What follows belongs to an exercise in optimizing a design on an open flow for a short achievable clock period and few clock cycles; a production flow would make more cautious choices.
Where RTL was checked, it was by simulation tests only, not by an equivalence proof against the original.
The RTL of runs 4 and 5 was laid out without a check of its function.
Power is estimated from default activity; no workload was simulated.

==> design.v <==
`default_nettype none
package cpu_pkg;
  typedef logic [31:0] word_t;
  typedef logic [4:0]  regbits_t;
  typedef enum logic [5:0] {
    OP_RTYPE = 6'h00,
    OP_J     = 6'h02,
    OP_JAL   = 6'h03,
    OP_BEQ   = 6'h04,
    OP_BNE   = 6'h05,
    OP_ADDIU = 6'h09,
    OP_SLTI  = 6'h0a,
    OP_ANDI  = 6'h0c,
    OP_ORI   = 6'h0d,
    OP_XORI  = 6'h0e,
    OP_LUI   = 6'h0f,
    OP_LW    = 6'h23,
    OP_SW    = 6'h2b,
    OP_HALT  = 6'h3f
  } opcode_t;
  typedef enum logic [5:0] {
    FN_SLL  = 6'h00,
    FN_SRL  = 6'h02,
    FN_JR   = 6'h08,
    FN_ADDU = 6'h21,
    FN_SUBU = 6'h23,
    FN_AND  = 6'h24,
    FN_OR   = 6'h25,
    FN_XOR  = 6'h26,
    FN_NOR  = 6'h27,
    FN_SLT  = 6'h2a,
    FN_SLTU = 6'h2b
  } funct_t;
  typedef enum logic [3:0] {
    ALU_SLL, ALU_SRL, ALU_ADD, ALU_SUB, ALU_AND,
    ALU_OR, ALU_XOR, ALU_NOR, ALU_SLT, ALU_SLTU
  } aluop_t;
  typedef struct packed {
    opcode_t     opcode;
    regbits_t    rs;
    regbits_t    rt;
    regbits_t    rd;
    logic [4:0]  shamt;
    funct_t      funct;
  } r_t;
  typedef struct packed {
    opcode_t     opcode;
    regbits_t    rs;
    regbits_t    rt;
    logic [15:0] imm;
  } i_t;
  typedef struct packed {
    opcode_t     opcode;
    logic [25:0] addr;
  } j_t;
  typedef enum logic [1:0] {RD_RT, RD_RD, RD_R31} regdst_t;
  typedef enum logic [1:0] {IMM_ZERO, IMM_SIGN, IMM_UPPER, IMM_SHAMT} immsel_t;
  typedef enum logic [1:0] {FWD_RF, FWD_WB, FWD_MEM, FWD_LOAD} fwd_sel_t;
  typedef struct packed {
    aluop_t  alu_op;
    logic    alu_src;
    immsel_t imm_sel;
    regdst_t reg_dst;
    logic    reg_wr;
    logic    mem_to_reg;
    logic    mem_wr;
    logic    beq;
    logic    bne;
    logic    jump;
    logic    jal;
    logic    jreg;
    logic    halt;
  } ctrl_t;
  typedef struct packed {
    word_t imem_addr;
    logic  imem_ren;
    word_t dmem_addr;
    word_t dmem_store;
    logic  dmem_ren;
    logic  dmem_wen;
    logic  halt;
  } dp_out_t;
  typedef struct packed {
    logic  ihit;
    logic  dhit;
    word_t imem_load;
    word_t dmem_load;
  } dp_in_t;
  typedef struct packed {
    word_t instr;
    word_t npc;
  } if_id_t;
  typedef struct packed {
    ctrl_t    ctrl;
    word_t    npc;
    word_t    rdat1;
    word_t    rdat2;
    word_t    imm;
    word_t    instr;
    regbits_t dest;
  } id_ex_t;
  typedef struct packed {
    ctrl_t    ctrl;
    word_t    npc;
    word_t    alu_out;
    logic     zero;
    word_t    store;
    word_t    target;
    regbits_t dest;
  } ex_mem_t;
  typedef struct packed {
    ctrl_t    ctrl;
    word_t    npc;
    word_t    alu_out;
    word_t    load;
    regbits_t dest;
  } mem_wb_t;
endpackage
`default_nettype wire
`default_nettype none
module datapath (
  input  wire logic        CLK,
  input  wire logic        nRST,
  input  wire logic        ihit,
  input  wire logic        dhit,
  input  wire logic [31:0] imem_load,
  input  wire logic [31:0] dmem_load,
  output logic      [31:0] imem_addr,
  output logic             imem_ren,
  output logic      [31:0] dmem_addr,
  output logic      [31:0] dmem_store,
  output logic             dmem_ren,
  output logic             dmem_wen,
  output logic             halt
);
  logic [31:0] pc, f_pc_q;
  logic        ifail_q, dfail_q, halt_q, iren_q;
  logic        d_valid, d_pt;
  logic [31:0] d_instr, d_pc, d_alt;
  logic        e_valid, e_wr, e_ren, e_wen, e_halt, e_isbr, e_bne, e_pt;
  logic        e_isjr, e_jrdone;
  logic        e_fa_m, e_fa_w, e_fb_m, e_fb_w;
  logic        e_useimm, e_sub;
  logic        r_add, r_and, r_or, r_xor, r_nor, r_slt, r_sltu, r_sll, r_srl, r_const;
  logic [4:0]  e_dest, e_sh;
  logic [31:0] e_rs, e_rt, e_imm, e_const, e_alt, e_pc;
  logic        m_wr, m_ren, m_wen;
  logic [4:0]  m_dest;
  logic [31:0] m_res, m_store, m_pc;
  logic        w_wr;
  logic [4:0]  w_dest;
  logic [31:0] w_res, w_pc;
  logic [31:0] regs [1:31];
  logic [31:0] pc4, f_jt, f_bt, f_tgt, f_alt;
  logic [5:0]  f_op;
  logic        f_isj, f_pt, f_redir;
  assign pc4   = pc + 32'd4;
  assign f_op  = imem_load[31:26];
  assign f_isj = (f_op == 6'h02) || (f_op == 6'h03);
  assign f_pt  = ((f_op == 6'h04) && imem_load[15]) || (f_op == 6'h05);
  assign f_redir = f_isj || f_pt;
  assign f_jt  = {pc4[31:28], imem_load[25:0], 2'b00};
  assign f_bt  = pc4 + {{14{imem_load[15]}}, imem_load[15:0], 2'b00};
  assign f_tgt = f_isj ? f_jt : f_bt;
  assign f_alt = f_pt ? pc4 : f_bt;
  logic [5:0]  d_op, d_fn;
  logic [4:0]  d_rs, d_rt, d_rd, d_dest;
  logic [15:0] d_imm16;
  logic        d_rtype, d_ralu, d_ishift, d_isjr, d_iimm, d_lw, d_sw, d_br, d_jal, d_halt;
  logic        d_use_rs, d_use_rt, d_wr;
  logic [31:0] d_imm, rf_rs, rf_rt;
  assign d_op    = d_instr[31:26];
  assign d_fn    = d_instr[5:0];
  assign d_rs    = d_instr[25:21];
  assign d_rt    = d_instr[20:16];
  assign d_rd    = d_instr[15:11];
  assign d_imm16 = d_instr[15:0];
  assign d_rtype  = (d_op == 6'h00);
  assign d_ishift = d_rtype && ((d_fn == 6'h00) || (d_fn == 6'h02));
  assign d_ralu   = d_rtype && ((d_fn == 6'h00) || (d_fn == 6'h02) || (d_fn == 6'h21) ||
                                (d_fn == 6'h23) || (d_fn == 6'h24) || (d_fn == 6'h25) ||
                                (d_fn == 6'h26) || (d_fn == 6'h27) || (d_fn == 6'h2a) ||
                                (d_fn == 6'h2b));
  assign d_isjr   = d_rtype && (d_fn == 6'h08);
  assign d_iimm   = (d_op == 6'h09) || (d_op == 6'h0a) || (d_op == 6'h0c) ||
                    (d_op == 6'h0d) || (d_op == 6'h0e) || (d_op == 6'h0f);
  assign d_lw     = (d_op == 6'h23);
  assign d_sw     = (d_op == 6'h2b);
  assign d_br     = (d_op == 6'h04) || (d_op == 6'h05);
  assign d_jal    = (d_op == 6'h03);
  assign d_halt   = (d_op == 6'h3f);
  assign d_use_rs = (d_ralu && !d_ishift) || d_isjr || (d_iimm && d_op != 6'h0f) ||
                    d_lw || d_sw || d_br;
  assign d_use_rt = d_ralu || d_sw || d_br;
  always_comb begin
    if (d_ralu)     d_dest = d_rd;
    else if (d_jal) d_dest = 5'd31;
    else            d_dest = d_rt;
  end
  assign d_wr = (d_ralu || d_iimm || d_lw || d_jal) && (d_dest != 5'd0);
  always_comb begin
    if ((d_op == 6'h0c) || (d_op == 6'h0d) || (d_op == 6'h0e))
      d_imm = {16'h0000, d_imm16};
    else
      d_imm = {{16{d_imm16[15]}}, d_imm16};
  end
  always_comb begin
    if (d_rs == 5'd0)                        rf_rs = 32'd0;
    else if (w_wr && w_dest == d_rs)         rf_rs = w_res;
    else                                     rf_rs = regs[d_rs];
    if (d_rt == 5'd0)                        rf_rt = 32'd0;
    else if (w_wr && w_dest == d_rt)         rf_rt = w_res;
    else                                     rf_rt = regs[d_rt];
  end
  logic ld_hazard, fa_m, fa_w, fb_m, fb_w;
  assign ld_hazard = d_valid && e_ren && (e_dest != 5'd0) &&
                     ((d_use_rs && d_rs == e_dest) || (d_use_rt && d_rt == e_dest));
  assign fa_m = e_wr && (e_dest == d_rs);
  assign fa_w = !fa_m && m_wr && (m_dest == d_rs);
  assign fb_m = e_wr && (e_dest == d_rt);
  assign fb_w = !fb_m && m_wr && (m_dest == d_rt);
  logic        d_jr_go;
  logic [31:0] d_jr_tgt;
  assign d_jr_go = d_valid && d_isjr && !ld_hazard && !(e_wr && e_dest == d_rs) &&
                   !(m_ren && m_dest == d_rs && d_rs != 5'd0);
  assign d_jr_tgt = (m_wr && m_dest == d_rs) ? m_res : rf_rs;
  logic [31:0] fwd_rs, fwd_rt, alu_b, b_eff, sum, res;
  logic        cout, eq, taken, e_redir, lt_s, lt_u;
  logic [31:0] e_tgt;
  assign fwd_rs = e_fa_m ? m_res : (e_fa_w ? w_res : e_rs);
  assign fwd_rt = e_fb_m ? m_res : (e_fb_w ? w_res : e_rt);
  assign alu_b  = e_useimm ? e_imm : fwd_rt;
  assign b_eff  = e_sub ? ~alu_b : alu_b;
  assign {cout, sum} = {1'b0, fwd_rs} + {1'b0, b_eff} + {32'd0, e_sub};
  assign lt_u = !cout;
  logic r_sub_w;
  assign r_sub_w = e_sub && !r_slt && !r_sltu;
  assign lt_s = (fwd_rs[31] != alu_b[31]) ? fwd_rs[31] : sum[31];
  always_comb begin
    res = 32'd0;
    if (r_add | r_sub_w) res = res | sum;
    if (r_and)   res = res | (fwd_rs & alu_b);
    if (r_or)    res = res | (fwd_rs | alu_b);
    if (r_xor)   res = res | (fwd_rs ^ alu_b);
    if (r_nor)   res = res | ~(fwd_rs | alu_b);
    if (r_slt)   res = res | {31'd0, lt_s};
    if (r_sltu)  res = res | {31'd0, lt_u};
    if (r_sll)   res = res | (fwd_rt << e_sh);
    if (r_srl)   res = res | (fwd_rt >> e_sh);
    if (r_const) res = res | e_const;
  end
  assign eq    = (fwd_rs == fwd_rt);
  assign taken = e_bne ? !eq : eq;
  assign e_redir = e_valid && ((e_isbr && (taken != e_pt)) || (e_isjr && !e_jrdone));
  assign e_tgt   = e_isjr ? fwd_rs : e_alt;
  logic fail;
  assign fail = (m_ren || m_wen) && !dhit;
  logic halting, f_take, d_redir;
  assign halting = (d_valid && d_halt) || (e_valid && e_halt) || halt_q;
  assign d_redir = d_jr_go && !e_redir && !dfail_q;
  assign f_take  = !halting && !e_redir && !dfail_q && !ifail_q && !d_redir && !ld_hazard;
  logic [31:0] pc_next;
  always_comb begin
    if (dfail_q)      pc_next = w_pc;
    else if (e_redir) pc_next = e_tgt;
    else if (ifail_q) pc_next = f_pc_q;
    else if (d_redir) pc_next = d_jr_tgt;
    else if (!f_take) pc_next = pc;
    else if (f_redir) pc_next = f_tgt;
    else              pc_next = pc4;
  end
  logic d_hold, e_load_d;
  assign d_hold   = ld_hazard && !e_redir && !dfail_q;
  assign e_load_d = d_valid && !ld_hazard && !e_redir && !dfail_q && !fail;
  always_ff @(posedge CLK, negedge nRST) begin
    if (!nRST) begin
      pc      <= 32'h0000_0000;
      ifail_q <= 1'b0;
      dfail_q <= 1'b0;
      halt_q  <= 1'b0;
      iren_q  <= 1'b1;
      d_valid <= 1'b0;
      e_valid <= 1'b0;
      e_wr    <= 1'b0;
      e_ren   <= 1'b0;
      e_wen   <= 1'b0;
      e_halt  <= 1'b0;
      e_isbr  <= 1'b0;
      e_isjr  <= 1'b0;
      m_wr    <= 1'b0;
      m_ren   <= 1'b0;
      m_wen   <= 1'b0;
      w_wr    <= 1'b0;
    end else begin
      pc      <= pc_next;
      ifail_q <= f_take && !ihit && !fail;
      dfail_q <= fail;
      halt_q  <= halt_q || (e_valid && e_halt && !fail);
      iren_q  <= !(halt_q || (e_valid && e_halt && !fail));
      if (!d_hold || fail)
        d_valid <= f_take && ihit && !fail;
      e_valid <= e_load_d;
      e_wr    <= e_load_d && d_wr;
      e_ren   <= e_load_d && d_lw;
      e_wen   <= e_load_d && d_sw;
      e_halt  <= e_load_d && d_halt;
      e_isbr  <= e_load_d && d_br;
      e_isjr  <= e_load_d && d_isjr;
      m_wr    <= e_wr && !fail;
      m_ren   <= e_ren && !fail;
      m_wen   <= e_wen && !fail;
      w_wr    <= m_wr && !fail;
    end
  end
  always_ff @(posedge CLK) begin
    f_pc_q <= pc;
    if (!d_hold) begin
      d_instr <= imem_load;
      d_pc    <= pc;
      d_pt    <= f_pt;
      d_alt   <= f_alt;
    end
    e_jrdone <= d_jr_go;
    e_bne    <= (d_op == 6'h05);
    e_pt     <= d_pt;
    e_alt    <= d_alt;
    e_pc     <= d_pc;
    e_dest   <= d_dest;
    e_sh     <= d_instr[10:6];
    e_rs     <= rf_rs;
    e_rt     <= rf_rt;
    e_fa_m   <= fa_m;
    e_fa_w   <= fa_w;
    e_fb_m   <= fb_m;
    e_fb_w   <= fb_w;
    e_imm    <= d_imm;
    e_useimm <= d_iimm || d_lw || d_sw;
    e_sub    <= (d_ralu && (d_fn == 6'h23 || d_fn == 6'h2a || d_fn == 6'h2b)) || (d_op == 6'h0a);
    r_add    <= (d_ralu && d_fn == 6'h21) || (d_op == 6'h09) || d_lw || d_sw;
    r_and    <= (d_ralu && d_fn == 6'h24) || (d_op == 6'h0c);
    r_or     <= (d_ralu && d_fn == 6'h25) || (d_op == 6'h0d);
    r_xor    <= (d_ralu && d_fn == 6'h26) || (d_op == 6'h0e);
    r_nor    <= (d_ralu && d_fn == 6'h27);
    r_slt    <= (d_ralu && d_fn == 6'h2a) || (d_op == 6'h0a);
    r_sltu   <= (d_ralu && d_fn == 6'h2b);
    r_sll    <= (d_ralu && d_fn == 6'h00);
    r_srl    <= (d_ralu && d_fn == 6'h02);
    r_const  <= (d_op == 6'h0f) || d_jal;
    e_const  <= d_jal ? (d_pc + 32'd4) : {d_imm16, 16'h0000};
    m_res   <= res;
    m_store <= fwd_rt;
    m_dest  <= e_dest;
    m_pc    <= e_pc;
    w_res  <= m_ren ? dmem_load : m_res;
    w_dest <= m_dest;
    w_pc   <= m_pc;
  end
  always_ff @(posedge CLK, negedge nRST) begin
    if (!nRST) begin
      for (int i = 1; i < 32; i++) regs[i] <= 32'd0;
    end else if (w_wr) begin
      regs[w_dest] <= w_res;
    end
  end
  assign imem_addr  = pc;
  assign imem_ren   = iren_q;
  assign dmem_addr  = m_res;
  assign dmem_store = m_store;
  assign dmem_ren   = m_ren;
  assign dmem_wen   = m_wen;
  assign halt       = halt_q;
endmodule
`default_nettype wire
`default_nettype none
module mips_core (
  input  wire logic        CLK,
  input  wire logic        nRST,
  input  wire logic        ihit,
  input  wire logic        dhit,
  input  wire logic [31:0] imem_load,
  input  wire logic [31:0] dmem_load,
  output logic      [31:0] imem_addr,
  output logic             imem_ren,
  output logic      [31:0] dmem_addr,
  output logic      [31:0] dmem_store,
  output logic             dmem_ren,
  output logic             dmem_wen,
  output logic             halt
);
  datapath u_datapath (
    .CLK        (CLK),
    .nRST       (nRST),
    .ihit       (ihit),
    .dhit       (dhit),
    .imem_load  (imem_load),
    .dmem_load  (dmem_load),
    .imem_addr  (imem_addr),
    .imem_ren   (imem_ren),
    .dmem_addr  (dmem_addr),
    .dmem_store (dmem_store),
    .dmem_ren   (dmem_ren),
    .dmem_wen   (dmem_wen),
    .halt       (halt)
  );
endmodule
`default_nettype wire
==> run.sh <==
#!/bin/bash
# synth_recipe.tcl (not shown) runs the flow's synth.tcl, then flattens the netlist and writes it again
# the make line also repeats each setting of config.mk as NAME=value (left out here)
make -C /OpenROAD-flow-scripts/flow DESIGN_CONFIG=/design/flow/config.mk WORK_HOME=/design/flow/orfs CLKGATE_MAP_FILE= SYNTH_SCRIPT=/design/flow/synth_recipe.tcl finish
==> config.mk <==
export PLATFORM = sky130hd
export DESIGN_NAME = mips_core
export DESIGN_NICKNAME = mips_core
export VERILOG_FILES = /design/flow/design.v
export SDC_FILE = /design/flow/constraint.sdc
export NUM_CORES = 4
export LEC_CHECK = 0
export CAP_MARGIN = 20
export CORE_MARGIN = 2
export CORE_UTILIZATION = 50
export PLACE_DENSITY = 0.65
export SETUP_SLACK_MARGIN = 5
export SLEW_MARGIN = 20
==> constraint.sdc <==
create_clock -name core_clock -period 10.0 [get_ports {CLK}]
set_input_delay 2.0000 -clock core_clock [delete_from_list [all_inputs] [get_ports {CLK}]]
set_output_delay 2.0000 -clock core_clock [all_outputs]
set_load 0.01 [all_outputs]
==> notes.md, run 1 <==
max cap viols 0; Synth Warn # 2; fin worst setup slack 4.94 ns; commonest cells after routing, fill and taps aside 1064 x mux2_2, 1027 x dfrtp_1, 680 x a22oi_1; fill count 13300; share of cells above drive strength 1 24.9%; GPL Wtd Cong 1.03; post-synthesis cell count 7225; Async SR Flop Fraction 67.7%; detailed-router iteration count before antenna repair 12; TritonCTS clock tree yes; total gr overflow 0; final instance area 0.0881 mm2; Hold WS approximately 0.31 ns; ANT nets after route 0; Die X-Extent approximately 400 um; CP startpoint kind register; number of port buffers 167; syn_area_per_cell 10.7 um2; clk root buf clkbuf_16; vias in the first global route 65900; maximum vdd drop 186 uV; final clock period utilization by the worst path 50.6%; drt total wl 372 mm; Final min period 5.06 ns; clock sinks 1536; Mapped Area 0.0777 mm2; die area roughly 0.16 mm2; RSZ-0062 raised after global routing true; status complete, no violations; DRC 0; Netlist cell types 98; sequential fraction of the synthesis area 47.5%; Core Footprint 0.154 mm2; pwr/cell area 181 mW/mm2; EDFF count, synth 95; HP Class register to register; DRT iter0 DRCs 13500; synth-to-layout area growth 13.4%; setup TNS 0 ns; crit-path max FO 29; first-pass GRT wire length 511 mm; Post-DP HPWL 226 mm; nature of the critical path endpoint register; commonest non-fill, non-tap cell in the layout mux2_2; Cell Area, Placed 0.0819 mm2; clock skew between 0.03 and 0.04 ns; max-slew violations 0; Worst-path clk slew around 0.06 ns; pin count of the biggest net entering global routing between 150 and 200; Layout Nets 7373; clk buf depth 3; Data required, critical path 10.74 ns; H-tree depth 4; Slew Limit Headroom under 10%; hold_buf cts 0; register bit total from synthesis 1536; Skew-Pair Late Insertion Delay 0.83 ns; routed length per instance 39.7 um; Top FF cell, synth dfrtp_1; crit path DAT 5.80 ns; initial antenna violation count 23; GRT Overall Usage 45.7%; Starting Density 50.3%; I/O pins roughly 170; number of hold violations in the final report 0; Crit Path Class register to register; worst slack, placed 3.67 ns; Vias/cell 7.45; Die Height 398 um; Via Count around 70000; Max Fclk 0.198 GHz; CTS Buf Count 166; Net Count, Synth 7421; LEAKAGE between 30 and 40 nW; final setup fails 0; worst-margin pin slew ~1.4 ns; Std-Cell Rows 144
-- synth_stat cells (all sizes together) (46+ instances only) --
| master | n | area share (%) |
|---|---|---|
| a21oi | 249 | 1.6 |
| a222oi | 80 | 1.0 |
| dfrtp | 1039 | 33 |
| nand3 | 184 | 1.2 |
| nand4 | 165 | 1.3 |
| o21ai | 219 | 1.4 |
| nand2 | 382 | 1.8 |
| ha | 126 | 2.0 |
| dfxtp | 401 | 10 |
| nor4 | 58 | 0.48 |
| xor2 | 93 | 1.0 |
| o211ai | 48 | 0.47 |
| xnor2 | 101 | 1.1 |
| edfxtp | 95 | 3.7 |
| nor3 | 61 | 0.41 |
| inv | 155 | 0.75 |
| nor2 | 336 | 1.6 |
| mux2 | 1066 | 15 |
| mux2i | 173 | 2.2 |
| clkbuf | 494 | 2.4 |
| a22o | 61 | 0.69 |
| buf | 153 | 0.88 |
| a31oi | 48 | 0.39 |
| and3 | 156 | 1.3 |
| a221oi | 115 | 1.3 |
| o21a | 46 | 0.44 |
| a22oi | 680 | 6.6 |
-- through the flow --
step           util, %  instances  power (mW)
2_1_floorplan        -       7225        8.42
3_3_place_gp      53.1       9030        9.44
3_5_place_dp      53.1       9031        9.46
4_1_cts           56.9       9343        15.8
5_1_grt           57.1       9355        16.4
6_report          57.1       9367        16.0
-- state kept, by name, summed over array words and instances (netlist names), 4 cells and up --
| register | count |
|---|---|
| u_datapath.e_pc | 30 |
| u_datapath.m_pc | 32 |
| u_datapath.e_const | 32 |
| u_datapath.pc | 32 |
| u_datapath.e_sh | 4 |
| u_datapath.m_dest | 5 |
| u_datapath.d_instr | 32 |
| u_datapath.m_store | 32 |
| u_datapath.e_alt | 32 |
| u_datapath.e_dest | 5 |
| u_datapath.regs | 992 |
| u_datapath.e_rs | 32 |
| u_datapath.f_pc_q | 32 |
| u_datapath.e_imm | 13 |
| u_datapath.m_res | 32 |
| u_datapath.w_pc | 32 |
| u_datapath.w_dest | 5 |
| u_datapath.e_rt | 32 |
| u_datapath.d_alt | 32 |
| u_datapath.d_pc | 30 |
| u_datapath.w_res | 32 |
-- kinds of logic after synthesis --
group	count (synthesis)	share of synthesized area, %
DFF	1536	47.5
adders and majority gates	128	2.08
AOI/OAI and AO/OA	1785	16.5
and+or+nand+nor	1536	9.88
muxes	1243	17.8
buffers and inverters	803	4.02
xor gates and xnor gates	194	2.19
-- final cells by class --
| cell class | instances | area [um2] | area share (%) |
|---|---|---|---|
| diodes | 13 | 32.5 | 0.0369 |
| clock buffers | 239 | 4900 | 5.56 |
| clock inverters | 62 | 712 | 0.808 |
| inverters | 156 | 586 | 0.665 |
| multi-input cells | 4886 | 38600 | 43.8 |
| flip-flops and latches | 1536 | 37000 | 42.0 |
| well taps | 2044 | 2560 | 2.90 |
| repair buffers | 431 | 3780 | 4.29 |
-- per-layer routing --
layer	GRT usage (%)	wire length [um]	part of all wire, %	vias up
met3	20.1	57800	16	1908
met2	62.8	148000	40	6413
li1	-	-	-	27100
met1	56.8	131000	35	34400
met4	32.5	33900	9.1	30
met5	0.303	319	0.086	-
-- worst max-delay path: stages (launching register included) --
cell and delay, ns:
edfxtp_1 0.32, buf_4 0.49, nand3b_1 0.44, nor2_4 0.91
buf_4 0.61, a22oi_1 0.13, nand3_1 0.12, or4_1 0.29
o211ai_1 0.15, a21oi_1 0.75, o211ai_1 0.21, a311oi_1 0.30
a21oi_1 0.06, o21ai_0 0.16
-- power by group --
part	internal, mW	switching [mW]
registers	6.83	0.457
logic	0.842	1.40
clock network	3.70	2.72
total	11.4	4.58
-- path summary, 6_finish.rpt --
path                                                   from                             endpoint  slack (ns)  cells past startpoint
max in group asynchronous                              nRST         u_datapath.pc[2]$_DFFE_PN0P_        6.42                      3
min                             u_datapath.m_pc[28]$_DFF_P_          u_datapath.w_pc[28]$_DFF_P_        0.31                      0
max reg2reg                u_datapath.d_instr[21]$_DFFE_PN_        u_datapath.pc[10]$_DFFE_PN0P_        4.94                     13
min in group asynchronous                              nRST  u_datapath.regs[22][18]$_DFFE_PN0P_        1.22                      1
max                        u_datapath.d_instr[21]$_DFFE_PN_        u_datapath.pc[10]$_DFFE_PN0P_        4.94                     13
min reg2reg                     u_datapath.m_pc[28]$_DFF_P_          u_datapath.w_pc[28]$_DFF_P_        0.31                      0
-- repair_timing --
action / CTS / global route
pin swaps: 7 / 6
gates resized for setup: 46 / 39
setup buffers: 11 / 10
setup endpoints to repair: 154 / 81
Testbench counts, summed over its fixed seeds: cycles 20,522.
==> inputs of run 2 (changes only) <==
--- a/config.mk
+++ b/config.mk
@@ -9,4 +9,4 @@
 export CORE_MARGIN = 2
-export CORE_UTILIZATION = 50
-export PLACE_DENSITY = 0.65
+export CORE_UTILIZATION = 25
+export PLACE_DENSITY = 0.35
 export SETUP_SLACK_MARGIN = 5
==> notes.md, run 2 <==
status complete, no violations; Core Footprint 0.309 mm2 (+100%); clk root buf clkbuf_16; HP Class register to register; register bit total from synthesis 1536 (unchanged); CP dominant cell by count buf_4; Die Height 561 um (+41%); fin util 29.9% (-27 points); crit path DAT 5.87 ns (+0.07 ns); Synth area leader dfrtp_1; max cap viols 0 (unchanged); sw power 5.09 mW (+11%); ANT nets after route 0 (unchanged); routed length per instance 40.4 um (+1.7%); total gr overflow 0 (unchanged); pin count of the biggest net entering global routing 135 (-22%); Register-to-Register Path Depth 14 (+1); LEAKAGE 40.7 nW (+2.2%); Netlist cell types 98 (unchanged); Slew Limit Headroom 9.53% (+1.5 points); crit path cell chain buf_4 -> nand3_1 -> nor2_4 -> buf_4 -> buf_4 -> a22oi_1 -> nand4_1 -> nor4_1 -> a311oi_1 -> mux2i_1 -> a211oi_1 -> a21oi_1 -> a211o_1 -> a21oi_1; H-tree depth 4 (unchanged); Yosys top cell area share 33.5% (unchanged); Seq pwr share 42.6% (-3.1 points); Net Count, Synth 7421 (unchanged); Hold Path Depth 0 (unchanged); Die X-Extent 561 um (+41%); CP startpoint kind register; Synth Warn # 2 (unchanged); Max Fclk 0.197 GHz (-0.39%); die area 0.315 mm2 (+99%); Comb pwr share 13.9% (-0.2 points); buffers plus inverters on the worst setup path 3 (+1); post-synthesis cell count 7225 (unchanged); most frequent cell after synthesis mux2_2; cell count along the critical path 14 (+1); DRC 0 (unchanged); GPL Wtd Cong 0.932 (-9.2%); clock sinks 1536 (unchanged); final clock period utilization by the worst path 50.8% (+0.20 points); number of port buffers 167 (unchanged); delay-heaviest family, CP compound AO/OA/AOI/OAI gates; final instance area 0.0923 mm2 (+4.8%); Via Count 68200 (-2.3%); Largest Register u_datapath.regs; EDFF count, synth 95 (unchanged); final setup fails 0 (unchanged); Cell Area, Placed 0.0850 mm2 (+3.8%); worst slack, placed 3.63 ns (-0.0362 ns); Skew-Pair Late Insertion Delay 0.93 ns (+0.10 ns); crit-path max FO 29 (unchanged); clock power share 43.4% (+3.1 points); nature of the critical path endpoint register; syn_area_per_cell 10.7 um2 (unchanged); Vias/cell 5.91 (-21%); Worst-path clk slew 0.06 ns (about the same); first-pass GRT wire length 617 mm (+21%); Std-Cell Rows 204 (+42%); GRT Overall Usage 28.5% (-17 points); drt total wl 466 mm (+25%); Non-Filler Instances 11500 (+23%); Starting Density 25.1% (-25 points); share of cells above drive strength 1 25.8% (+0.92 points); initial antenna violation count 53 (+130%); synth cell count leaders 1064 x mux2_2, 1039 x dfrtp_1, 680 x a22oi_1; worst-margin pin slew 1.35 ns (-0.0213 ns); synth-to-layout area growth 18.8%; Layout Nets 7446 (+0.99%); TritonCTS clock tree yes; maximum vdd drop 140 uV (-25%); max-slew violations 0 (unchanged); Final min period 5.08 ns (+0.0198 ns); CP max-delay cell a311oi_1; Switching Fraction 29.7% (+0.92 points); top cells by area, synth dfrtp_1 33%, mux2_2 15%, dfxtp_1 10%, a22oi_1 6.6%, edfxtp_1 3.7%; detailed-router iteration count before antenna repair 9 (-3); Top FF cell, synth dfrtp_1; Crit Path Class register to register; commonest non-fill, non-tap cell in the layout mux2_2; commonest cells after routing, fill and taps aside 1064 x mux2_2, 1027 x dfrtp_1, 680 x a22oi_1; setup TNS 0 ns (unchanged); Mapped Area 0.0777 mm2 (unchanged); sequential fraction of the synthesis area 47.5% (unchanged); CTS Buf Count 193 (+16%); I/O pins 168 (unchanged); Async SR Flop Fraction 67.7% (unchanged); RSZ-0062 raised after global routing true; max FFs per register 992 (unchanged); Pint 12.1 mW (+6.3%); pwr/cell area 186 mW/mm2 (+2.8%); # placed instances 11200 (+23%); Worst path max stage delay 0.60 ns (-0.31 ns); clk buf depth 4 (+1); number of hold violations in the final report 0 (unchanged); DRT iter0 DRCs 10200 (-24%); vias in the first global route 66000 (+0.21%); Data required, critical path 10.79 ns (+0.05 ns); fin worst setup slack 4.92 ns (-0.0198 ns); Post-DP HPWL 296 mm (+31%); clock skew 0.0763 ns (+0.0400 ns)
run 2: worst register-to-register path, stage by stage (launching register included):
cell and delay (ns):
edfxtp_1 0.32, buf_4 0.47, nand3_1 0.54, nor2_4 0.44, buf_4 0.58, buf_4 0.43, a22oi_1 0.16, nand4_1 0.13
nor4_1 0.09, a311oi_1 0.60, mux2i_1 0.34, a211oi_1 0.37, a21oi_1 0.08, a211o_1 0.32, a21oi_1 0.12
run 2: logic make-up (layout without fill, tap and decap cells):
logic type | count (synthesis) | after routing | synth area share (%)
buffers and inverters | 803 | 984 | 4.02
DFF | 1536 | 1536 | 47.5
AOI/OAI and AO/OA | 1785 | 1785 | 16.5
xor gates and xnor gates | 194 | 194 | 2.19
muxes | 1243 | 1243 | 17.8
adders and majority gates | 128 | 128 | 2.08
other | 0 | 21 | 0
and+or+nand+nor | 1536 | 1537 | 9.88
run 2: through the flow:
step / total power [mW] / hold WS [ns]
6_report: 17.2 / 0.318
5_1_grt: 17.7 / 0.322
4_1_cts: 17.2 / 0.305
3_5_place_dp: 9.72 / 0.312
3_3_place_gp: 9.76 / 0.310
2_1_floorplan: 8.42 / 0.310
run 2: area by class of cell:
type / count / area, um2
diodes: 21 / 52.6
clock buffers: 282 / 5650
clock inverters: 70 / 962
fillers: 31900 / 217000
inverters: 156 / 586
multi-input cells: 4887 / 38700
flip-flops and latches: 1536 / 36900
well taps: 4120 / 5150
repair buffers: 476 / 4190
run 2: power groups by stage:
stage / sequential (mW) / combinational [mW] / clock (mW)
2_1_floorplan: 7.16 / 1.26 / 0
3_3_place_gp: 7.45 / 2.31 / 0
3_5_place_dp: 7.44 / 2.28 / 0
4_1_cts: 7.33 / 2.31 / 7.58
5_1_grt: 7.36 / 2.54 / 7.82
6_report: 7.33 / 2.39 / 7.46
run 2: timing repair:
action | in CTS | in global routing
pin swaps | 6 | 9
hold buffers | 0 | 0
cloned | 0 | 2
resized for setup | 54 | 51
setup buffers | 8 | 13
setup endpoints to repair | 139 | 80
run 2: worst paths after layout:
path                                                       start                             endpoint  slack [ns]
worst max-delay path            u_datapath.d_instr[21]$_DFFE_PN_         u_datapath.pc[4]$_DFFE_PN0P_        4.92
worst min-delay path                 u_datapath.e_pc[31]$_DFF_P_          u_datapath.m_pc[31]$_DFF_P_        0.32
worst max register to register  u_datapath.d_instr[21]$_DFFE_PN_         u_datapath.pc[4]$_DFFE_PN0P_        4.92
worst min register to register       u_datapath.e_pc[31]$_DFF_P_          u_datapath.m_pc[31]$_DFF_P_        0.32
max in group asynchronous                                   nRST    u_datapath.regs[3][4]$_DFFE_PN0P_        6.81
min in group asynchronous                                   nRST  u_datapath.regs[19][13]$_DFFE_PN0P_        1.08
run 2: per-layer routing:
layer | GRT usage, % | vias up | share of wire [%]
li1 | - | 27200 | -
met1 | 37.2 | 35600 | 41
met2 | 44.6 | 4224 | 44
met3 | 6.67 | 1106 | 8.7
met4 | 13.2 | 20 | 5.5
met5 | 0 | - | 0.027
==> inputs of run 3 (changes only) <==
--- a/config.mk
+++ b/config.mk
@@ -11,3 +11,2 @@
 export PLACE_DENSITY = 0.35
-export SETUP_SLACK_MARGIN = 5
 export SLEW_MARGIN = 20
==> notes.md, run 3 <==
share of cells above drive strength 1 24.9% (-0.91 points); Async SR Flop Fraction 67.7% (unchanged); Synth area leader dfrtp_1; Net Count, Synth 7421 (unchanged); status complete, no violations; nature of the critical path endpoint register; total gr overflow 0 (unchanged); TritonCTS clock tree yes; worst slack, placed 3.63 ns (unchanged); Setup Fix Bufs, Post-CTS 0 (-8); RSZ-0062 raised after global routing false; I/O pins 168 (unchanged); die area 0.315 mm2 (unchanged); Cell Area, Placed 0.0850 mm2 (unchanged); H-tree depth 4 (unchanged); Std-Cell Rows 204 (unchanged); crit-path max FO 32 (+10%); Worst Setup SP u_datapath.e_fb_w$_DFF_P_; R2R setup slack 3.77 ns (-1.15 ns); post_cts resized 0 (-100%); syn_area_per_cell 10.7 um2 (unchanged); clock sinks 1536 (unchanged); Final min period 6.23 ns (+1.15 ns); top cells by area, synth dfrtp_1 33%, mux2_2 15%, dfxtp_1 10%, a22oi_1 6.6%, edfxtp_1 3.7%; register bit total from synthesis 1536 (unchanged); drt total wl 464 mm (-0.36%); worst-margin pin slew 1.40 ns (+0.0511 ns); clk buf depth 4 (unchanged); CP max-delay cell o21ai_0; GPL Wtd Cong 0.932 (unchanged); clock skew 0.0708 ns (-0.00554 ns); Max Fclk 0.161 GHz (-18%); pwr/cell area 187 mW/mm2 (+0.17%); Register-to-Register Path Depth 18 (+4); number of hold violations in the final report 0 (unchanged); Worst path max stage delay 0.59 ns (about the same); initial antenna violation count 52 (-1.9%); DRC 0 (unchanged); fin util 29.7% (-0.17 points); Worst-path clk slew 0.06 ns (about the same); Netlist cell types 98 (unchanged); HP Class register to register; maximum vdd drop 138 uV (-1.2%); pin count of the biggest net entering global routing 135 (unchanged); ANT nets after route 0 (unchanged); commonest non-fill, non-tap cell in the layout mux2_2; Die Height 561 um (unchanged); max-slew violations 0 (unchanged); Starting Density 25.1% (unchanged); CP startpoint kind register; Final Power 17.1 mW (-0.42%); RR Startpoint u_datapath.e_fb_w$_DFF_P_; final instance area 0.0917 mm2 (-0.58%); setup TNS 0 ns (unchanged); CTS Buf Count 193 (unchanged); Top FF cell, synth dfrtp_1; Crit Path Class register to register; GRT Overall Usage 28.5% (about the same); commonest cells after routing, fill and taps aside 1064 x mux2_2, 1036 x dfrtp_1, 680 x a22oi_1; most frequent cell after synthesis mux2_2; hold_buf cts 0 (unchanged); CP dominant cell by count a21oi_1; fill count 31900 (-0.022%); fin worst setup slack 3.77 ns (-1.15 ns); crit path DAT 6.94 ns (+1.07 ns); post-synthesis cell count 7225 (unchanged); Via Count 68400 (+0.20%); max FFs per register 992 (unchanged); Layout Nets 7423 (-0.31%); synth cell count leaders 1064 x mux2_2, 1039 x dfrtp_1, 680 x a22oi_1; clk root buf clkbuf_16; max cap viols 0 (unchanged); Mapped Area 0.0777 mm2 (unchanged); Slew Limit Headroom 6.01% (-3.5 points); sequential fraction of the synthesis area 47.5% (unchanged); Yosys top cell area share 33.5% (unchanged); Data required, critical path 10.71 ns (-0.08 ns); first-pass GRT wire length 616 mm (about the same); Synth Warn # 2 (unchanged); Die X-Extent 561 um (unchanged); vias in the first global route 65900 (-0.11%); number of port buffers 167 (unchanged); Post-DP HPWL 296 mm (unchanged); Worst R2R End u_datapath.m_res[30]$_DFF_P_; final setup fails 0 (unchanged); crit path cell chain buf_4 -> mux2i_1 -> o21a_1 -> nor2_1 -> a21oi_1 -> xnor2_1 -> fa_1 -> a21oi_1 -> o221a_2 -> o21ai_0 -> a211o_1 -> a31oi_1 -> a2bb2oi_1 -> a21oi_1 -> o41a_1 -> nor3_1 -> a31oi_1 -> o21ai_0; Worst Setup EP u_datapath.m_res[30]$_DFF_P_; DRT iter0 DRCs 10000 (-2.0%); Skew-Pair Late Insertion Delay 0.93 ns (about the same); final clock period utilization by the worst path 62.3% (+11 points); Core Footprint 0.309 mm2 (unchanged); Largest Register u_datapath.regs; Vias/cell 5.93 (+0.39%); routed length per instance 40.3 um (-0.17%); LEAKAGE 40.5 nW (-0.45%); detailed-router iteration count before antenna repair 7 (-2); synth-to-layout area growth 18.1%; EDFF count, synth 95 (unchanged)
## run 3: cell counts after synthesis
No cell type changed its count.
## run 3: per-stage QoR
stage,hold slack [ns],cells
after floorplan,0.310,7225
after global placement,0.310,11200
after detailed placement,0.312,11200
after CTS,0.305,11500
after global routing,0.322,11500
final,0.317,11500
## run 3: layer usage
metal | track usage, % | part of all wire, %
met1 | 37.2 | 41
met4 | 13.7 | 5.4
met2 | 44.3 | 45
met3 | 6.70 | 8.6
met5 | 0 | 0.027
## run 3: layout make-up
cell class                 instances  area, um2  share of cell area (%)
tap                             4120       5150                    5.62
clock buffer                     282       5650                    6.16
timing repair buffer             454       3900                    4.26
multi-input combinational       4886      38500                    42.0
inverter                         156        586                   0.638
antenna                           22       55.1                  0.0600
sequential                      1536      36900                    40.3
clock inverter                    70        962                    1.05
## run 3: worst min path at each step
stage	depth (start not counted)	startpoint	endpoint	slack, ns
4_1_cts	0	u_datapath.e_pc[31]$_DFF_P_	u_datapath.m_pc[31]$_DFF_P_	0.30
5_1_grt	0	u_datapath.m_pc[28]$_DFF_P_	u_datapath.w_pc[28]$_DFF_P_	0.32
6_report	0	u_datapath.e_pc[31]$_DFF_P_	u_datapath.m_pc[31]$_DFF_P_	0.32
3_3_place_gp	0	u_datapath.m_pc[7]$_DFF_P_	u_datapath.w_pc[7]$_DFF_P_	0.31
2_1_floorplan	0	u_datapath.e_pc[10]$_DFF_P_	u_datapath.m_pc[10]$_DFF_P_	0.31
3_5_place_dp	0	u_datapath.e_pc[27]$_DFF_P_	u_datapath.m_pc[27]$_DFF_P_	0.31
## run 3: cell families (layout without fill, tap and decap cells)
group                      after synthesis  in the layout  share of synthesized area [%]
other                                    0             22                              0
muxes                                 1243           1243                           17.8
AOI/OAI and AO/OA                     1785           1785                           16.5
buffers and inverters                  803            962                           4.02
and+or+nand+nor                       1536           1536                           9.88
xor gates and xnor gates               194            194                           2.19
DFF                                   1536           1536                           47.5
adders and majority gates              128            128                           2.08
## run 3: critical path, delay by kind of cell, from the launching register on
| kind | cells | cell delay, ns |
|---|---|---|
| simple gates | 2 | 0.28 |
| xor+xnor | 1 | 0.18 |
| flops | 1 | 0.31 |
| compound gates | 12 | 4.04 |
| fa+ha+maj | 1 | 0.48 |
| buf+inv | 1 | 0.49 |
| mux | 1 | 0.25 |
## run 3: power breakdown
part / total (mW) / internal [mW] / leakage, nW / switching [mW]
combinational: 2.34 / 0.814 / 18.5 / 1.52
clock: 7.46 / 4.41 / 3.23 / 3.05
sequential: 7.32 / 6.83 / 18.8 / 0.495
==> inputs of run 4 (changes only) <==
--- a/design.v
+++ b/design.v
@@ -138,5 +138,5 @@
   logic        d_valid, d_pt;
-  logic [31:0] d_instr, d_pc, d_alt;
+  logic [31:0] d_instr, d_pc, d_alt, d_rsv, d_rtv;
   logic        e_valid, e_wr, e_ren, e_wen, e_halt, e_isbr, e_bne, e_pt;
-  logic        e_isjr, e_jrdone;
+  logic        e_isjr;
   logic        e_fa_m, e_fa_w, e_fb_m, e_fb_w;
@@ -152,2 +152,5 @@
   logic [31:0] w_res, w_pc;
+  logic        x_wr;
+  logic [4:0]  x_dest;
+  logic [31:0] x_res;
   logic [31:0] regs [1:31];
@@ -165,2 +168,8 @@
   assign f_alt = f_pt ? pc4 : f_bt;
+  logic [4:0]  f_rs, f_rt;
+  logic [31:0] f_rsv, f_rtv;
+  assign f_rs  = imem_load[25:21];
+  assign f_rt  = imem_load[20:16];
+  assign f_rsv = (f_rs == 5'd0) ? 32'd0 : regs[f_rs];
+  assign f_rtv = (f_rt == 5'd0) ? 32'd0 : regs[f_rt];
   logic [5:0]  d_op, d_fn;
@@ -171,2 +180,4 @@
   logic [31:0] d_imm, rf_rs, rf_rt;
+  logic        bm_rs, bw_rs, bx_rs, bm_rt, bw_rt, bx_rt;
+  logic        e_rs_hz, e_rt_hz, ml_rs, ml_rt;
   assign d_op    = d_instr[31:26];
@@ -206,10 +217,14 @@
   end
-  always_comb begin
-    if (d_rs == 5'd0)                        rf_rs = 32'd0;
-    else if (w_wr && w_dest == d_rs)         rf_rs = w_res;
-    else                                     rf_rs = regs[d_rs];
-    if (d_rt == 5'd0)                        rf_rt = 32'd0;
-    else if (w_wr && w_dest == d_rt)         rf_rt = w_res;
-    else                                     rf_rt = regs[d_rt];
-  end
+  assign bm_rs = m_wr && !m_ren && (m_dest == d_rs);
+  assign bw_rs = w_wr && (w_dest == d_rs);
+  assign bx_rs = x_wr && (x_dest == d_rs);
+  assign bm_rt = m_wr && !m_ren && (m_dest == d_rt);
+  assign bw_rt = w_wr && (w_dest == d_rt);
+  assign bx_rt = x_wr && (x_dest == d_rt);
+  assign rf_rs = bm_rs ? m_res : (bw_rs ? w_res : (bx_rs ? x_res : d_rsv));
+  assign rf_rt = bm_rt ? m_res : (bw_rt ? w_res : (bx_rt ? x_res : d_rtv));
+  assign e_rs_hz = e_wr && (e_dest == d_rs);
+  assign e_rt_hz = e_wr && (e_dest == d_rt);
+  assign ml_rs   = m_ren && m_wr && (m_dest == d_rs);
+  assign ml_rt   = m_ren && m_wr && (m_dest == d_rt);
   logic ld_hazard, fa_m, fa_w, fb_m, fb_w;
@@ -217,11 +232,13 @@
                      ((d_use_rs && d_rs == e_dest) || (d_use_rt && d_rt == e_dest));
-  assign fa_m = e_wr && (e_dest == d_rs);
-  assign fa_w = !fa_m && m_wr && (m_dest == d_rs);
-  assign fb_m = e_wr && (e_dest == d_rt);
-  assign fb_w = !fb_m && m_wr && (m_dest == d_rt);
-  logic        d_jr_go;
-  logic [31:0] d_jr_tgt;
-  assign d_jr_go = d_valid && d_isjr && !ld_hazard && !(e_wr && e_dest == d_rs) &&
-                   !(m_ren && m_dest == d_rs && d_rs != 5'd0);
-  assign d_jr_tgt = (m_wr && m_dest == d_rs) ? m_res : rf_rs;
+  assign fa_m = e_rs_hz;
+  assign fa_w = !fa_m && ml_rs;
+  assign fb_m = e_rt_hz;
+  assign fb_w = !fb_m && ml_rt;
+  logic        d_jr_go, d_br_go, d_eq, d_taken, d_mis;
+  logic [31:0] d_tgt;
+  assign d_jr_go = d_valid && d_isjr && !ld_hazard && !ml_rs;
+  assign d_br_go = d_valid && d_br && !ld_hazard && !e_rs_hz && !e_rt_hz && !ml_rs && !ml_rt;
+  assign d_eq    = (rf_rs == rf_rt);
+  assign d_taken = (d_op == 6'h05) ? !d_eq : d_eq;
+  assign d_mis   = d_br_go && (d_taken != d_pt);
   logic [31:0] fwd_rs, fwd_rt, alu_b, b_eff, sum, res;
@@ -251,5 +268,16 @@
   end
-  assign eq    = (fwd_rs == fwd_rt);
+  logic eq_mw, eq_mr, eq_wr, eq_rm, eq_rw, eq_rr;
+  assign eq_mw = (m_res == w_res);
+  assign eq_mr = (m_res == e_rt);
+  assign eq_wr = (w_res == e_rt);
+  assign eq_rm = (e_rs == m_res);
+  assign eq_rw = (e_rs == w_res);
+  assign eq_rr = (e_rs == e_rt);
+  always_comb begin
+    if (e_fa_m)      eq = e_fb_m ? 1'b1 : (e_fb_w ? eq_mw : eq_mr);
+    else if (e_fa_w) eq = e_fb_m ? eq_mw : (e_fb_w ? 1'b1 : eq_wr);
+    else             eq = e_fb_m ? eq_rm : (e_fb_w ? eq_rw : eq_rr);
+  end
   assign taken = e_bne ? !eq : eq;
-  assign e_redir = e_valid && ((e_isbr && (taken != e_pt)) || (e_isjr && !e_jrdone));
+  assign e_redir = e_valid && ((e_isbr && (taken != e_pt)) || e_isjr);
   assign e_tgt   = e_isjr ? fwd_rs : e_alt;
@@ -259,3 +287,3 @@
   assign halting = (d_valid && d_halt) || (e_valid && e_halt) || halt_q;
-  assign d_redir = d_jr_go && !e_redir && !dfail_q;
+  assign d_redir = (d_jr_go || d_mis) && !e_redir && !dfail_q;
   assign f_take  = !halting && !e_redir && !dfail_q && !ifail_q && !d_redir && !ld_hazard;
@@ -266,3 +294,3 @@
     else if (ifail_q) pc_next = f_pc_q;
-    else if (d_redir) pc_next = d_jr_tgt;
+    else if (d_redir) pc_next = d_isjr ? (e_rs_hz ? res : rf_rs) : d_alt;
     else if (!f_take) pc_next = pc;
@@ -272,3 +300,3 @@
   logic d_hold, e_load_d;
-  assign d_hold   = ld_hazard && !e_redir && !dfail_q;
+  assign d_hold   = ld_hazard;
   assign e_load_d = d_valid && !ld_hazard && !e_redir && !dfail_q && !fail;
@@ -293,2 +321,3 @@
       w_wr    <= 1'b0;
+      x_wr    <= 1'b0;
     end else begin
@@ -306,4 +335,4 @@
       e_halt  <= e_load_d && d_halt;
-      e_isbr  <= e_load_d && d_br;
-      e_isjr  <= e_load_d && d_isjr;
+      e_isbr  <= e_load_d && d_br && !d_br_go;
+      e_isjr  <= e_load_d && d_isjr && !d_jr_go;
       m_wr    <= e_wr && !fail;
@@ -312,2 +341,3 @@
       w_wr    <= m_wr && !fail;
+      x_wr    <= w_wr;
     end
@@ -321,4 +351,8 @@
       d_alt   <= f_alt;
+      d_rsv   <= f_rsv;
+      d_rtv   <= f_rtv;
+    end else begin
+      d_rsv   <= rf_rs;
+      d_rtv   <= rf_rt;
     end
-    e_jrdone <= d_jr_go;
     e_bne    <= (d_op == 6'h05);
@@ -356,2 +390,4 @@
     w_pc   <= m_pc;
+    x_dest <= w_dest;
+    x_res  <= w_res;
   end
--- a/config.mk
+++ b/config.mk
@@ -11,2 +11,3 @@
 export PLACE_DENSITY = 0.35
+export SETUP_SLACK_MARGIN = 5
 export SLEW_MARGIN = 20
==> notes.md, run 4 <==
Max Fclk 0.194 GHz (+21%); crit path DAT 5.97 ns (-0.97 ns); clk root buf clkbuf_16; Layout Nets 8235 (+11%); commonest cells after routing, fill and taps aside 1119 x mux2_2, 1030 x dfrtp_1, 529 x a22oi_1; most frequent cell after synthesis mux2_2; area occupied by registers 0.0390 mm2 (+5.6%); syn_area_per_cell 10.7 um2 (about the same); detailed-router iteration count before antenna repair 10 (+3); top cells by area, synth dfrtp_1 31%, mux2_2 15%, dfxtp_1 12%, a22oi_1 4.7%, edfxtp_1 3.4%; worst slack, placed 3.11 ns (-0.523 ns); pwr/cell area 178 mW/mm2 (-4.8%); fill count 34500 (+8.2%); Yosys top cell area share 30.9% (-2.6 points); HP Class register to register; setup TNS 0 ns (unchanged); Top FF cell, synth dfrtp_1; fin worst setup slack 4.85 ns (+1.08 ns); fin util 30.7% (+1.0 points); Data required, critical path 10.82 ns (+0.11 ns); max-slew violations 0 (unchanged); CP startpoint kind register; pin count of the biggest net entering global routing 153 (+13%); Largest Register u_datapath.regs; area of the multi-input gates 0.0442 mm2 (+15%); I/O pins 168 (unchanged); crit-path max FO 41 (+28%); share of cells above drive strength 1 30.0% (+5.1 points); DRT iter0 DRCs 12100 (+21%); drt total wl 528 mm (+14%); die area 0.342 mm2 (+8.5%); final setup fails 0 (unchanged); initial antenna violation count 64 (+23%); EDFF count, synth 95 (unchanged); met3 routed WL 48.9 mm (+23%); first-pass GRT wire length 696 mm (+13%); Synth area leader dfrtp_1; GRT Overall Usage 29.7% (+1.2 points); Net Count, Synth 8046 (+8.4%); Post-DP HPWL 334 mm (+13%); synth-to-layout area growth 22.5%; maximum vdd drop 136 uV (-1.9%); Top Layer Used met5; Slew Limit Headroom 15.0% (+9.0 points); Core Footprint 0.336 mm2 (+8.8%); Worst-path clk slew 0.06 ns (about the same); max cap viols 0 (unchanged); H-tree depth 4 (unchanged); Final Power 18.3 mW (+7.1%); Std-Cell Rows 213 (+4.4%); LEAKAGE 45.0 nW (+11%); Async SR Flop Fraction 63.6% (-4.1 points); max FFs per register 992 (unchanged); routed wl met2 227 mm (+9.5%); Final min period 5.15 ns (-1.08 ns); register bit total from synthesis 1637 (+6.6%); Via Count 76300 (+12%); commonest non-fill, non-tap cell in the layout mux2_2; ANT nets after route 0 (unchanged); nature of the critical path endpoint register; routed length per instance 41.4 um (+2.8%); Starting Density 25.1% (-0.055 points); number of hold violations in the final report 0 (unchanged); GPL Wtd Cong 0.941 (+0.97%); Netlist cell types 99 (+1.0%); Skew-Pair Late Insertion Delay 0.95 ns (+0.02 ns); Mapped Area 0.0843 mm2 (+8.6%); Vias/cell 5.99 (+0.93%); sequential fraction of the synthesis area 46.2% (-1.3 points); Die Height 585 um (+4.2%); clock sinks 1637 (+6.6%); DRC 0 (unchanged); RSZ-0062 raised after global routing true; Die X-Extent 585 um (+4.2%); vias in the first global route 73500 (+11%); final clock period utilization by the worst path 51.5% (-11 points); hold_buf cts 0 (unchanged); M1 wire length 223 mm (+16%); status complete, no violations; synth cell count leaders 1122 x mux2_2, 1040 x dfrtp_1, 580 x clkbuf_1; CTS Buf Count 206 (+6.7%); total gr overflow 0 (unchanged); clk buf depth 4 (unchanged); Crit Path Class register to register; post-synthesis cell count 7850 (+8.7%); TritonCTS clock tree yes; Synth Warn # 2 (unchanged); number of port buffers 167 (unchanged); worst-margin pin slew 1.26 ns (-0.135 ns); clock skew 0.0608 ns (-0.00998 ns)
[run 4: metal layers]
metal	GRT usage, %	vias to the layer above
met1	40.1	40000
met5	0.0140	-
met2	44.8	5003
met4	13.6	24
met3	6.95	1301
li1	-	30000
[run 4: final timing paths]
path                                              from                                 end  slack, ns  cells after the start
max reg2reg                 u_datapath.e_sh[0]$_DFF_P_       u_datapath.pc[31]$_DFFE_PN0P_       4.85                     14
min reg2reg                u_datapath.m_pc[10]$_DFF_P_         u_datapath.w_pc[10]$_DFF_P_       0.32                      0
min                        u_datapath.m_pc[10]$_DFF_P_         u_datapath.w_pc[10]$_DFF_P_       0.32                      0
max                         u_datapath.e_sh[0]$_DFF_P_       u_datapath.pc[31]$_DFFE_PN0P_       4.85                     14
min in group asynchronous                         nRST  u_datapath.regs[7][26]$_DFFE_PN0P_       1.13                      1
max in group asynchronous                         nRST  u_datapath.regs[8][16]$_DFFE_PN0P_       6.75                      3
[run 4: layout make-up]
class / count / share of cell area [%]
Antenna cell: 21 / 0.0509
Timing Repair inverter: 2 / 0.0194
Clock inverter: 95 / 1.07
Timing Repair Buffer: 688 / 6.28
Sequential cell: 1637 / 37.8
Tap cell: 4515 / 5.47
Inverter: 226 / 0.837
Clock buffer: 285 / 5.70
Multi-Input combinational cell: 5278 / 42.8
[run 4: metrics by stage]
| step | cells | instance area (um2) | hold WS, ns |
|---|---|---|---|
| after floorplan | 7850 | 84300 | 0.310 |
| after global placement | 12200 | 92500 | 0.310 |
| after detailed placement | 12200 | 92700 | 0.312 |
| after CTS | 12600 | 102000 | 0.321 |
| after global routing | 12700 | 103000 | 0.325 |
| final | 12700 | 103000 | 0.323 |
[run 4: repair_timing]
item	CTS	global route
setup endpoints to repair	114	64
gates cloned	9	2
resized for setup	267	148
pin swaps	45	53
buffers inserted	79	94
[run 4: kinds of logic after synthesis]
family	after synthesis	share of synthesized area, %
flops	1637	46.2
compound gates	1975	17.0
fa+ha+maj	128	1.92
mux	1361	18.6
xor+xnor	332	3.45
buf+inv	937	4.30
simple gates	1480	8.57
[run 4: critical path: stages (launching register included)]
cell and delay, ns:
dfxtp_2 0.36, buf_6 0.25, inv_2 0.16, buf_4 0.59, nor3_1 0.11, a211oi_1 0.73
mux2i_1 0.32, mux2i_1 0.68, mux2i_1 0.22, o21ai_0 0.57, a211o_1 0.20, o211a_2 0.27
a21oi_1 0.07, o211a_1 0.23, o31ai_1 0.18
[run 4: power by group]
| group | switching [mW] | internal [mW] |
|---|---|---|
| combinational | 1.65 | 0.975 |
| sequential | 0.523 | 7.26 |
| clock | 3.29 | 4.63 |
==> inputs of run 5 (changes only) <==
--- a/design.v
+++ b/design.v
@@ -141,7 +141,7 @@
   logic        e_isjr;
-  logic        e_fa_m, e_fa_w, e_fb_m, e_fb_w;
-  logic        e_useimm, e_sub;
+  logic        e_fa_m, e_fb_m;
+  logic        e_useimm, e_sub, e_fbx_m, e_jr_or;
   logic        r_add, r_and, r_or, r_xor, r_nor, r_slt, r_sltu, r_sll, r_srl, r_const;
   logic [4:0]  e_dest, e_sh;
-  logic [31:0] e_rs, e_rt, e_imm, e_const, e_alt, e_pc;
+  logic [31:0] e_rs, e_rt, e_bx, e_const, e_alt, e_pc;
   logic        m_wr, m_ren, m_wen;
@@ -165,3 +165,15 @@
   assign f_jt  = {pc4[31:28], imem_load[25:0], 2'b00};
-  assign f_bt  = pc4 + {{14{imem_load[15]}}, imem_load[15:0], 2'b00};
+  logic [16:0] f_lo;
+  logic [13:0] hi_m1, hi_p1;
+  assign f_lo  = {1'b0, pc4[17:2]} + {1'b0, imem_load[15:0]};
+  assign hi_m1 = pc4[31:18] - 14'd1;
+  assign hi_p1 = pc4[31:18] + 14'd1;
+  always_comb begin
+    case ({f_lo[16], imem_load[15]})
+      2'b10:   f_bt[31:18] = hi_p1;
+      2'b01:   f_bt[31:18] = hi_m1;
+      default: f_bt[31:18] = pc4[31:18];
+    endcase
+    f_bt[17:0] = {f_lo[15:0], 2'b00};
+  end
   assign f_tgt = f_isj ? f_jt : f_bt;
@@ -229,3 +241,5 @@
   assign ml_rt   = m_ren && m_wr && (m_dest == d_rt);
-  logic ld_hazard, fa_m, fa_w, fb_m, fb_w;
+  logic ld_hazard, fa_m, fb_m, d_sub, r_or_d;
+  assign d_sub  = (d_ralu && (d_fn == 6'h23 || d_fn == 6'h2a || d_fn == 6'h2b)) || (d_op == 6'h0a);
+  assign r_or_d = (d_ralu && d_fn == 6'h25) || (d_op == 6'h0d);
   assign ld_hazard = d_valid && e_ren && (e_dest != 5'd0) &&
@@ -233,8 +247,6 @@
   assign fa_m = e_rs_hz;
-  assign fa_w = !fa_m && ml_rs;
   assign fb_m = e_rt_hz;
-  assign fb_w = !fb_m && ml_rt;
   logic        d_jr_go, d_br_go, d_eq, d_taken, d_mis;
   logic [31:0] d_tgt;
-  assign d_jr_go = d_valid && d_isjr && !ld_hazard && !ml_rs;
+  assign d_jr_go = d_valid && d_isjr && !ld_hazard && !ml_rs && !(e_rs_hz && !e_jr_or);
   assign d_br_go = d_valid && d_br && !ld_hazard && !e_rs_hz && !e_rt_hz && !ml_rs && !ml_rt;
@@ -246,6 +258,6 @@
   logic [31:0] e_tgt;
-  assign fwd_rs = e_fa_m ? m_res : (e_fa_w ? w_res : e_rs);
-  assign fwd_rt = e_fb_m ? m_res : (e_fb_w ? w_res : e_rt);
-  assign alu_b  = e_useimm ? e_imm : fwd_rt;
-  assign b_eff  = e_sub ? ~alu_b : alu_b;
+  assign fwd_rs = e_fa_m ? m_res : e_rs;
+  assign fwd_rt = e_fb_m ? m_res : e_rt;
+  assign b_eff  = e_fbx_m ? (m_res ^ {32{e_sub}}) : e_bx;
+  assign alu_b  = b_eff;
   assign {cout, sum} = {1'b0, fwd_rs} + {1'b0, b_eff} + {32'd0, e_sub};
@@ -254,3 +266,3 @@
   assign r_sub_w = e_sub && !r_slt && !r_sltu;
-  assign lt_s = (fwd_rs[31] != alu_b[31]) ? fwd_rs[31] : sum[31];
+  assign lt_s = (fwd_rs[31] == b_eff[31]) ? fwd_rs[31] : sum[31];
   always_comb begin
@@ -268,15 +280,13 @@
   end
-  logic eq_mw, eq_mr, eq_wr, eq_rm, eq_rw, eq_rr;
-  assign eq_mw = (m_res == w_res);
+  logic eq_mr, eq_rm, eq_rr;
   assign eq_mr = (m_res == e_rt);
-  assign eq_wr = (w_res == e_rt);
   assign eq_rm = (e_rs == m_res);
-  assign eq_rw = (e_rs == w_res);
   assign eq_rr = (e_rs == e_rt);
   always_comb begin
-    if (e_fa_m)      eq = e_fb_m ? 1'b1 : (e_fb_w ? eq_mw : eq_mr);
-    else if (e_fa_w) eq = e_fb_m ? eq_mw : (e_fb_w ? 1'b1 : eq_wr);
-    else             eq = e_fb_m ? eq_rm : (e_fb_w ? eq_rw : eq_rr);
+    if (e_fa_m) eq = e_fb_m ? 1'b1 : eq_mr;
+    else        eq = e_fb_m ? eq_rm : eq_rr;
   end
   assign taken = e_bne ? !eq : eq;
+  logic [31:0] e_orc;
+  assign e_orc = r_const ? e_const : (fwd_rs | b_eff);
   assign e_redir = e_valid && ((e_isbr && (taken != e_pt)) || e_isjr);
@@ -289,11 +299,14 @@
   assign f_take  = !halting && !e_redir && !dfail_q && !ifail_q && !d_redir && !ld_hazard;
-  logic [31:0] pc_next;
+  logic [31:0] pc_next, early_tgt, late_tgt;
+  logic        early_sel;
+  assign early_sel = dfail_q || e_redir || ifail_q || d_redir;
   always_comb begin
-    if (dfail_q)      pc_next = w_pc;
-    else if (e_redir) pc_next = e_tgt;
-    else if (ifail_q) pc_next = f_pc_q;
-    else if (d_redir) pc_next = d_isjr ? (e_rs_hz ? res : rf_rs) : d_alt;
-    else if (!f_take) pc_next = pc;
-    else if (f_redir) pc_next = f_tgt;
-    else              pc_next = pc4;
+    if (dfail_q)      early_tgt = w_pc;
+    else if (e_redir) early_tgt = e_tgt;
+    else if (ifail_q) early_tgt = f_pc_q;
+    else              early_tgt = d_isjr ? (e_rs_hz ? e_orc : rf_rs) : d_alt;
+    if (halting || ld_hazard) late_tgt = pc;
+    else if (f_redir)         late_tgt = f_tgt;
+    else                      late_tgt = pc4;
+    pc_next = early_sel ? early_tgt : late_tgt;
   end
@@ -363,11 +376,11 @@
     e_sh     <= d_instr[10:6];
-    e_rs     <= rf_rs;
-    e_rt     <= rf_rt;
+    e_rs     <= ml_rs ? dmem_load : rf_rs;
+    e_rt     <= ml_rt ? dmem_load : rf_rt;
+    e_bx     <= ((d_iimm || d_lw || d_sw) ? d_imm : (ml_rt ? dmem_load : rf_rt)) ^ {32{d_sub}};
     e_fa_m   <= fa_m;
-    e_fa_w   <= fa_w;
     e_fb_m   <= fb_m;
-    e_fb_w   <= fb_w;
-    e_imm    <= d_imm;
+    e_fbx_m  <= fb_m && !(d_iimm || d_lw || d_sw);
     e_useimm <= d_iimm || d_lw || d_sw;
-    e_sub    <= (d_ralu && (d_fn == 6'h23 || d_fn == 6'h2a || d_fn == 6'h2b)) || (d_op == 6'h0a);
+    e_jr_or  <= r_or_d || (d_op == 6'h0f) || d_jal;
+    e_sub    <= d_sub;
     r_add    <= (d_ralu && d_fn == 6'h21) || (d_op == 6'h09) || d_lw || d_sw;
==> notes.md, run 5 <==
CTS Buf Count 210 (+1.9%); Register-to-Register Path Depth 26 (+12); Hold Path Depth 0 (unchanged); RSZ-0062 raised after global routing true; Worst-path clk slew 0.06 ns (about the same); CP max-delay cell fa_2; nature of the critical path endpoint register; Non-Filler Instances 12200 (-4.2%); total gr overflow 0 (unchanged); Final Power 19.0 mW (+3.7%); detailed-router iteration count before antenna repair 10 (unchanged); Data required, critical path 10.66 ns (-0.16 ns); max-slew violations 0 (unchanged); clock skew 0.0829 ns (+0.0220 ns); DRT iter0 DRCs 9089 (-25%); EDFF count, synth 97 (+2.1%); Die X-Extent 580 um (-0.73%); LEAKAGE 42.5 nW (-5.6%); fin util 30.1% (-0.66 points); Net Count, Synth 7807 (-3.0%); number of hold violations in the final report 0 (unchanged); Starting Density 25.1% (+0.046 points); final setup fails 0 (unchanged); most frequent cell after synthesis mux2_2; I/O pins 168 (unchanged); Worst R2R End u_datapath.pc[31]$_DFFE_PN0P_; Worst path max stage delay 0.34 ns (-0.39 ns); Crit Path Class input pin to register; Hold Path Sink u_datapath.m_pc[5]$_DFF_P_; Post-DP HPWL 307 mm (-8.2%); Mapped Area 0.0831 mm2 (-1.5%); TritonCTS clock tree yes; R2R setup slack 4.50 ns (-0.35 ns); CP startpoint kind input pin; Async SR Flop Fraction 62.7% (-0.88 points); # placed instances 11800 (-3.2%); Top FF cell, synth dfrtp_1; crit-path max FO 5 (-88%); clk buf depth 4 (unchanged); maximum vdd drop 152 uV (+12%); Die Height 580 um (-0.73%); synth-to-layout area growth 19.6%; status complete, no violations; syn_area_per_cell 10.9 um2 (+1.2%); RR Startpoint u_datapath.pc[2]$_DFFE_PN0P_; final clock period utilization by the worst path 57.6% (+6.1 points); pwr/cell area 191 mW/mm2 (+7.7%); DRC 0 (unchanged); pin count of the biggest net entering global routing 154 (+0.65%); die area 0.337 mm2 (-1.5%); Hold Crit Start u_datapath.e_pc[5]$_DFF_P_; share of cells above drive strength 1 27.7% (-2.4 points); ANT nets after route 0 (unchanged); commonest cells after routing, fill and taps aside 1112 x mux2_2, 1031 x dfrtp_1, 501 x dfxtp_1; post-synthesis cell count 7640 (-2.7%); commonest non-fill, non-tap cell in the layout mux2_2; Via Count 70900 (-7.0%); vias in the first global route 69700 (-5.2%); Slew Limit Headroom 15.1% (+0.10 points); drt total wl 482 mm (-8.6%); Skew-Pair Late Insertion Delay 0.94 ns (about the same); initial antenna violation count 30 (-53%); worst-margin pin slew 1.27 ns (+0.00945 ns); Std-Cell Rows 211 (-0.94%); crit path DAT 6.42 ns (+0.45 ns); worst slack, placed 2.45 ns (-0.661 ns); H-tree depth 4 (unchanged); Vias/cell 5.81 (-3.0%); GPL Wtd Cong 0.910 (-3.3%); top cells by area, synth dfrtp_1 31%, mux2_2 15%, dfxtp_1 13%, a22oi_1 4.3%, edfxtp_1 3.5%; Synth area leader dfrtp_1; max cap viols 0 (unchanged); number of port buffers 167 (unchanged); HP Class register to register; first-pass GRT wire length 644 mm (-7.4%); Netlist cell types 84 (-15%); GRT Overall Usage 27.6% (-2.1 points); clk root buf clkbuf_16; fill count 33900 (-1.7%); routed length per instance 39.5 um (-4.7%); Final min period 5.76 ns (+0.606 ns); sequential fraction of the synthesis area 47.4% (+1.3 points); clock sinks 1660 (+1.4%); Max Fclk 0.174 GHz (-11%); hold_buf cts 0 (unchanged); Yosys top cell area share 31.3% (+0.46 points); max FFs per register 992 (unchanged); register bit total from synthesis 1660 (+1.4%); synth cell count leaders 1115 x mux2_2, 1040 x dfrtp_1, 546 x clkbuf_1; Synth Warn # 2 (unchanged); Layout Nets 7832 (-4.9%); fin worst setup slack 4.24 ns (-0.606 ns); Largest Register u_datapath.regs; Core Footprint 0.331 mm2 (-1.6%); setup TNS 0 ns (unchanged)
## run 5: logic make-up after synthesis
group                      count (synthesis)  share of synthesized area, %
muxes                                   1416                          19.2
xor gates and xnor gates                 303                          3.19
DFF                                     1660                          47.4
buffers and inverters                    806                          3.89
adders and majority gates                 99                          1.53
and+or+nand+nor                         1419                          8.21
AOI/OAI and AO/OA                       1937                          16.5
## run 5: how the worst max path moves through the flow
stage / startpoint / to
2_1_floorplan: imem_load[0] / u_datapath.d_alt[28]$_DFFE_PN_
3_3_place_gp: imem_load[0] / u_datapath.d_alt[28]$_DFFE_PN_
3_5_place_dp: imem_load[0] / u_datapath.pc[31]$_DFFE_PN0P_
4_1_cts: imem_load[0] / u_datapath.d_alt[28]$_DFFE_PN_
5_1_grt: imem_load[0] / u_datapath.d_alt[28]$_DFFE_PN_
6_report: imem_load[0] / u_datapath.d_alt[28]$_DFFE_PN_
## run 5: through the flow
step | hold WS [ns] | cell area (um2)
5_1_grt | 0.312 | 99400
4_1_cts | 0.293 | 99000
3_3_place_gp | 0.310 | 90800
2_1_floorplan | 0.310 | 83200
3_5_place_dp | 0.312 | 90900
6_report | 0.310 | 99400
## run 5: final cells by class
type                    count  area [um2]  area share [%]
diodes                     10        25.0          0.0252
clock buffers             304        6060            6.10
clock inverters            82        1170            1.18
inverters                 121         457           0.460
multi-input cells        5174       42100            42.4
flip-flops and latches   1660       39500            39.7
well taps                4366        5460            5.50
repair buffers            498        4600            4.63
## run 5: per-layer routing
| metal | up-vias | track usage [%] | wire, um |
|---|---|---|---|
| li1 | 28900 | - | - |
| met1 | 37100 | 34.2 | 194000 |
| met3 | 1160 | 5.14 | 33600 |
| met2 | 3824 | 44.1 | 218000 |
| met4 | 13 | 17.6 | 36300 |
| met5 | - | 0.198 | 174 |
## run 5: timing repair
action / in CTS / in global routing
gates resized for setup: 119 / 73
endpoints found under the setup margin: 127 / 72
buffers inserted: 42 / 10
pin swaps: 46 / 23
## run 5: worst max-delay path: cells and delay by family
kind	cells	cell delay, ns
multiplexers	1	0.26
AO/OA/AOI/OAI	16	2.50
XOR/XNOR	1	0.14
buffers and inverters	2	0.15
adder cells (fa/ha/maj)	4	1.06
AND/OR/NAND/NOR	2	0.29
## run 5: power breakdown
part / switching, mW / internal, mW
Clock: 3.34 / 4.82
Sequential: 0.522 / 7.39
Combinational: 1.73 / 1.21
Total: 5.59 / 13.4

port drivers added, routing unchanged:
In the flow no input, the clock included, has a driving cell. The finished layouts below were timed again as built, in two steps.
Step 1, drivers: a clkbuf_16 drives CLK and a buf_2 each remaining input, both assumed.
Step 2 times the ports against the registers' clock, not the clock port: input delays grow and output delays shrink by t, the midpoint of the rising clock arrivals with the driver on.
Three values: no drivers, after step 1, after step 2; two values: the first two.
| run | t, ns | setup WS [ns] |
|---|---|---|
| run 1 | 0.891 | 4.939 / 4.939 / 4.366 |
| run 2 | 0.999 | 4.919 / 4.919 / 4.238 |
| run 3 | 0.994 | 3.770 / 3.770 / 3.580 |
| run 4 | 1.023 | 4.846 / 4.846 / 3.954 |
| run 5 | 1.004 | 4.240 / 4.306 / 3.302 |
After both steps every run listed still meets setup and hold.
